Background: an optimization exercise with open tools, aiming at small area and a short achievable clock period. Do not read the settings as production practice.
In this exercise RTL edits were held to simulation tests only and were not proved equivalent to the original.
The flow treats the clock pin as an ideal source. Dropping or thinning the clock tree relies on that and would not hold on a real chip.

Setup of v26:
Design mul_pipe, start of the top module:
module mul_pipe (
    input  logic        clk,
    input  logic        reset_n,
    input  logic        valid_i,
    input  logic [2:0]  funct3_i,
    input  logic [31:0] op1_data_i,
    input  logic [31:0] op2_data_i,
    input  logic [4:0]  rd_i,
    input  logic        ctrl_reg_write_i,
    input  logic        flush_i,
    output logic        valid_result_o,
    output logic [31:0] result_o,
    output logic [4:0]  rd_o,
    output logic        ctrl_reg_write_o,
    output logic        op_ending_o,
    output logic        busy_o,
    output logic        unsupported_o
);
    logic [4:0]  vld_q;
    logic        unsup_q;
    logic [4:0]  wr_q;
    logic [4:0]  rd0_q, rd1_q, rd2_q, rd3_q, rd4_q;
    logic [31:0] res2_q, res3_q, res4_q;
    logic [32:0] na_q;   
    logic [15:0] nbo_q, nbt_q, bn_q;   
    logic [15:0] bo_d, bt_d, bn_d;
    logic [34:0] b_in;
    assign b_in = {{2{~funct3_i[1] & op2_data_i[31]}}, op2_data_i, 1'b0};
    always_comb begin
        for (int k = 0; k < 16; k++) begin
            bo_d[k] = b_in[2*k+1] ^ b_in[2*k];
            bt_d[k] = (b_in[2*k+2] & ~b_in[2*k+1] & ~b_in[2*k]) |
                      (~b_in[2*k+2] & b_in[2*k+1] & b_in[2*k]);
            bn_d[k] = b_in[2*k+2];
        end
    end
    logic        u_q;    
    logic        hi_q;
    logic        accept;
    assign accept = valid_i & ~funct3_i[2] & ~flush_i;
    logic pp16_0;
    logic pp16_1;
    logic pp16_2;
    logic pp16_3;
    logic pp16_4;
    logic pp16_5;
    logic pp16_6;
    logic pp16_7;
    logic pp16_8;
    logic pp16_9;
    logic pp16_10;
    logic pp16_11;
    logic pp16_12;
    logic pp16_13;
    logic pp16_14;
  ...
==> flow/config.mk <==
export PLATFORM = sky130hd
export DESIGN_NAME = mul_pipe
export DESIGN_NICKNAME = mul_pipe
export VERILOG_FILES = /design/flow/design.v
export SDC_FILE = /design/flow/constraint.sdc
export NUM_CORES = 4
export LEC_CHECK = 0
export ABC_AREA = 1
export CAP_MARGIN = 20
export CORE_MARGIN = 2
export CORE_UTILIZATION = 40
export SETUP_SLACK_MARGIN = 5
export SLEW_MARGIN = 20
==> flow/constraint.sdc <==
create_clock -name core_clock -period 10.0 [get_ports {clk}]
set_input_delay 2.0000 -clock core_clock [delete_from_list [all_inputs] [get_ports {clk}]]
set_output_delay 2.0000 -clock core_clock [all_outputs]
set_load 0.01 [all_outputs]
standard.sh (not shown) runs the stock make flow with config.mk's settings and CLKGATE_MAP_FILE= SYNTH_SCRIPT=/design/flow/synth_recipe.tcl, a recipe that flattens the netlist after the stock synthesis.
==> flow/flow/run.sh <==
#!/bin/bash
# Own layout flow: the standard flow with these changes.
#  1. Synthesis: ORFS's synth.tcl, but Yosys's generic ABC pass before adder
#     extraction is skipped and only full adders are extracted, so the
#     design's explicit full adders map to full-adder cells without inverters.
#     The registers are exactly those of the standard synthesis.
#  2. After CTS (POST_CTS_TCL hook), the clock of the internal E1 pipeline
#     registers is delayed (useful skew between internal registers only) and
#     setup and hold are repaired there, since CTS's own repair is skipped.
#  3. Port buffers are the smallest buffer; the clock tree uses clkbuf_8 and
#     no dummy loads.
#  4. Timing repair aims at a shorter period than the constraint (setup margin).
# Each tool's output goes to a log file in the work folder.
set -euo pipefail
W=$PWD
# the modified synthesis script
sed -e 's|synth -top $::env(DESIGN_NAME) -run fine: {\*}$synth_full_args|synth -top $::env(DESIGN_NAME) -run fine: -noabc {*}$synth_full_args|' \
    -e 's|extract_fa {\*}\[dont_use_extract_fa_args\]|extract_fa -fa|' \
    "$FLOW_HOME/scripts/synth.tcl" > "$W/own_synth.tcl"
grep -q -- '-run fine: -noabc' "$W/own_synth.tcl"
grep -q -- 'extract_fa -fa' "$W/own_synth.tcl"
sed -e "s|source \$::env(SCRIPTS_DIR)/synth.tcl|source $W/own_synth.tcl|" synth_recipe.tcl > "$W/own_synth_recipe.tcl"
grep -q "own_synth.tcl" "$W/own_synth_recipe.tcl"
sed -e "s|SYNTH_SCRIPT=[^ ]*|SYNTH_SCRIPT=$W/own_synth_recipe.tcl|" standard.sh > "$W/own_standard.sh"
grep -q "own_synth_recipe.tcl" "$W/own_standard.sh"
# repair aims at a period well below the 10 ns constraint (setup margin)
EXTRA=("SETUP_SLACK_MARGIN=5.7")
# smallest buffers on the ports (timing repair upsizes where needed), and a
# clock tree of smaller buffers without dummy loads
EXTRA+=("BUFFER_PORTS_ARGS=-buffer_cell sky130_fd_sc_hd__buf_1")
EXTRA+=("CTS_ARGS=-sink_clustering_enable -repair_clock_nets -dont_use_dummy_load -buf_list sky130_fd_sc_hd__clkbuf_8 -sink_clustering_size 16 -sink_clustering_max_diameter 80")
if [[ -f "$W/flow/skew.tcl" ]]; then
  EXTRA+=("POST_CTS_TCL=$W/flow/skew.tcl" "SKIP_CTS_REPAIR_TIMING=1")
fi
bash "$W/own_standard.sh" "${EXTRA[@]}" finish > "$W/make_flow.log" 2>&1
test -s "$W/out/final.def"
==> flow/flow/skew.tcl <==
# POST_CTS hook: delay the clock of the internal E1 pipeline registers
# (useful skew between internal registers only: E0 -> E1 gets more time,
# E1 -> E2 less). E1 registers are neither fed by inputs nor drive outputs.
# The E1 registers get a clock subtree of their own: from the root clock net
# a chain of delay cells drives a trunk buffer, which drives one clock buffer
# per cluster of E1 registers. Then setup and hold are repaired.
set skew_pattern {^(s1_q|c1_q|ci1_q)(\\?\[|\$)}
set dly_chain {sky130_fd_sc_hd__clkdlybuf4s50_1 sky130_fd_sc_hd__clkdlybuf4s50_1 sky130_fd_sc_hd__clkdlybuf4s25_1}
set per_cluster 9
set buf_master_name sky130_fd_sc_hd__clkbuf_8

set db [ord::get_db]
set block [ord::get_db_block]
set buf_master [$db findMaster $buf_master_name]

# the root clock net: output of the buffer the clock port drives
set port_net [$block findNet clk]
set root_net ""
foreach it [$port_net getITerms] {
  if { [$it isInputSignal] } {
    set rinst [$it getInst]
    foreach ot [$rinst getITerms] {
      if { [$ot isOutputSignal] } { set root_net [$ot getNet] }
    }
  }
}
if { $root_net == "" } { error "skew: root clock net not found" }
puts "skew: root clock net [$root_net getName]"

set regs {}
foreach inst [$block getInsts] {
  if { [regexp $skew_pattern [$inst getName]] } { lappend regs $inst }
}
set n [llength $regs]
set k [expr {($n + $per_cluster - 1) / $per_cluster}]
puts "skew: $n registers in $k clusters"

# balanced clusters of at most per_cluster registers: strips by x, then
# groups by y within each strip
set pts {}
foreach inst $regs { lappend pts [$inst getLocation] }
set idx {}
for {set i 0} {$i < $n} {incr i} { lappend idx [list $i [lindex $pts $i 0] [lindex $pts $i 1]] }
set nstrip [expr {int(ceil(sqrt($k)))}]
set byx [lsort -integer -index 1 $idx]
set assign [lrepeat $n 0]
set cent {}
set c 0
for {set s 0} {$s < $nstrip} {incr s} {
  set lo [expr {int($s * $n / $nstrip)}]
  set hi [expr {int(($s + 1) * $n / $nstrip)}]
  set strip [lsort -integer -index 2 [lrange $byx $lo [expr {$hi - 1}]]]
  set m [llength $strip]
  set ng [expr {($m + $per_cluster - 1) / $per_cluster}]
  for {set g 0} {$g < $ng} {incr g} {
    set glo [expr {int($g * $m / $ng)}]
    set ghi [expr {int(($g + 1) * $m / $ng)}]
    set sx 0; set sy 0
    foreach e [lrange $strip $glo [expr {$ghi - 1}]] {
      lset assign [lindex $e 0] $c
      set sx [expr {$sx + [lindex $e 1]}]; set sy [expr {$sy + [lindex $e 2]}]
    }
    set cnt [expr {$ghi - $glo}]
    lappend cent [list [expr {$sx / $cnt}] [expr {$sy / $cnt}]]
    incr c
  }
}
set k $c
puts "skew: $k balanced clusters"
# overall centroid for the chain and trunk
set sx 0; set sy 0
foreach p $pts { set sx [expr {$sx + [lindex $p 0]}]; set sy [expr {$sy + [lindex $p 1]}] }
set gx [expr {$sx / $n}]; set gy [expr {$sy / $n}]

proc mkcell { block master name x y innet } {
  set inst [odb::dbInst_create $block $master $name]
  $inst setLocation $x $y
  $inst setPlacementStatus PLACED
  set out [odb::dbNet_create $block "${name}_net"]
  $out setSigType CLOCK
  [$inst findITerm A] connect $innet
  [$inst findITerm X] connect $out
  return $out
}
set prev $root_net
set i 0
foreach m $dly_chain {
  set prev [mkcell $block [$db findMaster $m] "skew_dly_$i" $gx $gy $prev]
  incr i
}
set trunk [mkcell $block $buf_master "skew_trunk" $gx $gy $prev]
set old_nets {}
for {set c 0} {$c < $k} {incr c} {
  set q [lindex $cent $c]
  set cnet [mkcell $block $buf_master "skew_leaf_$c" [lindex $q 0] [lindex $q 1] $trunk]
  foreach inst $regs a $assign {
    if { $a == $c } {
      set it [$inst findITerm CLK]
      lappend old_nets [$it getNet]
      $it disconnect
      $it connect $cnet
    }
  }
}
# remove clock buffers left without loads
foreach net [lsort -unique $old_nets] {
  if { [llength [$net getITerms]] == 1 } {
    set drv [lindex [$net getITerms] 0]
    set binst [$drv getInst]
    puts "skew: removing unloaded clock buffer [$binst getName]"
    odb::dbInst_destroy $binst
    odb::dbNet_destroy $net
  }
}
detailed_placement
estimate_parasitics -placement
report_clock_skew
report_worst_slack -max
report_worst_slack -min
repair_timing -setup -setup_margin $::env(SETUP_SLACK_MARGIN) -verbose
repair_timing -hold -hold_margin 0.05 -verbose
repair_timing -setup -setup_margin $::env(SETUP_SLACK_MARGIN) -verbose
detailed_placement
check_placement -verbose
estimate_parasitics -placement
report_worst_slack -max
report_worst_slack -min
report_checks -path_delay max -group_path_count 3 -format end
report_check_types -max_slew -max_capacitance -violators
What the final checks of v26 revealed, after a flow that finished every stage, was a layout that fails on negative hold slack.
Input changes introduced in v25 (baseline for comparison: v26):
--- a/flow/flow/run.sh
+++ b/flow/flow/run.sh
@@ -30,3 +30,3 @@
 EXTRA+=("BUFFER_PORTS_ARGS=-buffer_cell sky130_fd_sc_hd__buf_1")
-EXTRA+=("CTS_ARGS=-sink_clustering_enable -repair_clock_nets -dont_use_dummy_load -buf_list sky130_fd_sc_hd__clkbuf_8 -sink_clustering_size 16 -sink_clustering_max_diameter 80")
+EXTRA+=("CTS_ARGS=-sink_clustering_enable -repair_clock_nets -dont_use_dummy_load -buf_list sky130_fd_sc_hd__clkbuf_8")
 if [[ -f "$W/flow/skew.tcl" ]]; then
--- a/flow/flow/skew.tcl
+++ b/flow/flow/skew.tcl
@@ -120,3 +120,3 @@
 repair_timing -setup -setup_margin $::env(SETUP_SLACK_MARGIN) -verbose
-repair_timing -hold -hold_margin 0.05 -verbose
+repair_timing -hold -hold_margin 0.2 -verbose
 repair_timing -setup -setup_margin $::env(SETUP_SLACK_MARGIN) -verbose
--- a/flow/config.mk
+++ b/flow/config.mk
@@ -11,2 +11,3 @@
 export CORE_UTILIZATION = 40
+export HOLD_SLACK_MARGIN = 0.15
 export SETUP_SLACK_MARGIN = 5
### Flow results
Comparing v26 and v25, the one run not ending clean was v26.
Although v26 finished all stages, its layout failed final checks on negative hold slack.
Number of DRC violations after detailed-routing iteration 0 delta (v25 − v26): unfavourable
Compared to v26, v25 has post-CTS clock slew at the launch and capture registers of the worst setup and hold paths 0.05 ns lower.
Re instance count of the mapped netlist: no difference whatsoever between v25 and v26.
Reported for v26 and v25, final sequential cell count turned out identical to the last digit.
More vias were needed by v25 than by v26.
Lower final instance area goes to v26 over v25.
v25 vs. v26: post-route core utilization has increased; depth of the worst hold-timing path has increased.
Changes in v3 relative to v25:
--- a/flow/flow/run.sh
+++ b/flow/flow/run.sh
@@ -26,3 +26,3 @@
 # repair aims at a period well below the 10 ns constraint (setup margin)
-EXTRA=("SETUP_SLACK_MARGIN=5.7")
+EXTRA=("SETUP_SLACK_MARGIN=5.8")
 # smallest buffers on the ports (timing repair upsizes where needed), and a
@@ -30,3 +30,3 @@
 EXTRA+=("BUFFER_PORTS_ARGS=-buffer_cell sky130_fd_sc_hd__buf_1")
-EXTRA+=("CTS_ARGS=-sink_clustering_enable -repair_clock_nets -dont_use_dummy_load -buf_list sky130_fd_sc_hd__clkbuf_8")
+EXTRA+=("CTS_ARGS=-sink_clustering_enable -repair_clock_nets -dont_use_dummy_load -buf_list sky130_fd_sc_hd__clkbuf_8 -sink_clustering_size 16 -sink_clustering_max_diameter 80")
 if [[ -f "$W/flow/skew.tcl" ]]; then
### Flow results
Re routed wire length: v3 is 2.2% up on v25. Diff v3 and v25: worst setup slack higher in v25. Re wire length on met1: v3 is about 0.45% up on v25.
The following lists how v19 was set up differently from v3:
--- a/flow/flow/run.sh
+++ b/flow/flow/run.sh
@@ -26,3 +26,3 @@
 # repair aims at a period well below the 10 ns constraint (setup margin)
-EXTRA=("SETUP_SLACK_MARGIN=5.8")
+EXTRA=("SETUP_SLACK_MARGIN=5.85")
 # smallest buffers on the ports (timing repair upsizes where needed), and a
--- a/flow/flow/skew.tcl
+++ b/flow/flow/skew.tcl
@@ -7,3 +7,3 @@
 set skew_pattern {^(s1_q|c1_q|ci1_q)(\\?\[|\$)}
-set dly_chain {sky130_fd_sc_hd__clkdlybuf4s50_1 sky130_fd_sc_hd__clkdlybuf4s50_1 sky130_fd_sc_hd__clkdlybuf4s25_1}
+set dly_chain {sky130_fd_sc_hd__clkdlybuf4s50_1 sky130_fd_sc_hd__clkdlybuf4s50_1 sky130_fd_sc_hd__clkdlybuf4s50_1}
 set per_cluster 9
## What came out
- Wire length per cell after detailed routing down about 3.4% in v19 wrt v3
- v19 against v3: HPWL reported at the end of detailed placement comparable; sequential share of layout area flat; number of filler cells placed in the layout now sits higher; cell area after placement ~0 delta; relative area change from synthesis to final layout higher.
- v19: met3 track utilization from global routing lower than v3
- Share of the cycle needed by the critical path after routing of v19 is on par with v3.
- Combined global-route utilization of all metal layers came out lower on v19 than on v3.
- Compared with v3, wire length in v19 decreased by a few percent.
## Diff of input files: v32 against v19
--- a/flow/flow/run.sh
+++ b/flow/flow/run.sh
@@ -26,3 +26,3 @@
 # repair aims at a period well below the 10 ns constraint (setup margin)
-EXTRA=("SETUP_SLACK_MARGIN=5.85")
+EXTRA=("SETUP_SLACK_MARGIN=5.7")
 # smallest buffers on the ports (timing repair upsizes where needed), and a
--- a/flow/flow/skew.tcl
+++ b/flow/flow/skew.tcl
@@ -7,3 +7,3 @@
 set skew_pattern {^(s1_q|c1_q|ci1_q)(\\?\[|\$)}
-set dly_chain {sky130_fd_sc_hd__clkdlybuf4s50_1 sky130_fd_sc_hd__clkdlybuf4s50_1 sky130_fd_sc_hd__clkdlybuf4s50_1}
+set dly_chain {sky130_fd_sc_hd__clkdlybuf4s50_1 sky130_fd_sc_hd__clkdlybuf4s50_1 sky130_fd_sc_hd__clkdlybuf4s25_1}
 set per_cluster 9
## What came out
v32 completed every stage of the flow, and the final layout passed the timing, DRC and antenna checks. v32: smallest setup slack after layout 0.015 ns above v19. [compare] base=v19 new=v32: wire length per cell climbed 1.8%, fraction of the cycle the final worst path needs barely changed, highest attainable clock frequency climbed 0.34%, final net count dropped 44, signed area change from the synthesized netlist to the final layout dropped 1.2 points. Combined buffer and inverter count along the critical path for v32 is higher than for v19. v32 vs v19: slew at the pin closest to its max-slew limit up. As far as post-synthesis mux area share goes, v19 and v32 are indistinguishable; the numbers are identical. | all-layer global routing usage | v32 vs v19 | ≈ equal |.
Input changes introduced in v39 (baseline for comparison: v32):
--- a/flow/flow/run.sh
+++ b/flow/flow/run.sh
@@ -26,3 +26,3 @@
 # repair aims at a period well below the 10 ns constraint (setup margin)
-EXTRA=("SETUP_SLACK_MARGIN=5.7")
+EXTRA=("SETUP_SLACK_MARGIN=5.6")
 # smallest buffers on the ports (timing repair upsizes where needed), and a
==> comparison <==
Between v32 and v39, the difference in met1 track demand over resource in global routing is negligible.
No stage failed in v39, and the final checks on the layout all came back clean.
Going from v32 to v39, minimum clock period went up by 0.087 ns, core utilization went down by 0.33 points, maximum frequency fell by 4.7 MHz, overall routed net length now smaller.
Against v32, post-route standard cell area excluding fillers in v39 came out better.
Changes observed in v39 relative to v32: final hold violation count roughly the same, sequential cell area roughly the same.
On via count: between v32 and v39, it ends up lower for v39.

-- separate check: timing with driven ports --
The flow's constraints put no driver on any port. The routed layouts listed below were extracted and timed again, unchanged, in two steps.
Step 1: set_driving_cell puts a clkbuf_16 on clk and a buf_2 on each other input, an assumption about the parent block.
Step 2, shift: input delay + t, output delay - t, t = (earliest + latest rising clock arrival at the registers) / 2. This alone moves slack from input paths to output paths.
Slacks: ideal / step 1 / step 2; pairs: ideal / step 1.
run	t, ns	setup slack, ns	hold slack, ns	clock arrival spread, ns
v26	1.308	5.723 / 5.684 / 5.684	-0.062 / -0.062 / -0.062	1.273 / 1.273
v25	1.337	5.723 / 5.684 / 5.684	0.152 / 0.152 / 0.152	1.369 / 1.369
v3	1.313	5.713 / 5.673 / 5.673	0.094 / 0.094 / 0.094	1.314 / 1.314
v19	1.442	5.709 / 5.680 / 5.680	0.167 / 0.167 / 0.167	1.525 / 1.524
v32	1.296	5.723 / 5.684 / 5.684	0.125 / 0.125 / 0.125	1.317 / 1.317
v39	1.293	5.636 / 5.617 / 5.617	0.141 / 0.141 / 0.141	1.308 / 1.308
In every run listed the clock reaches the registers at very different times; t lies between them, and the last value is a rough guide only. For v3, which loses most, drivers alone change the setup slack by -0.040 ns; drivers and shift together by -0.040 ns.
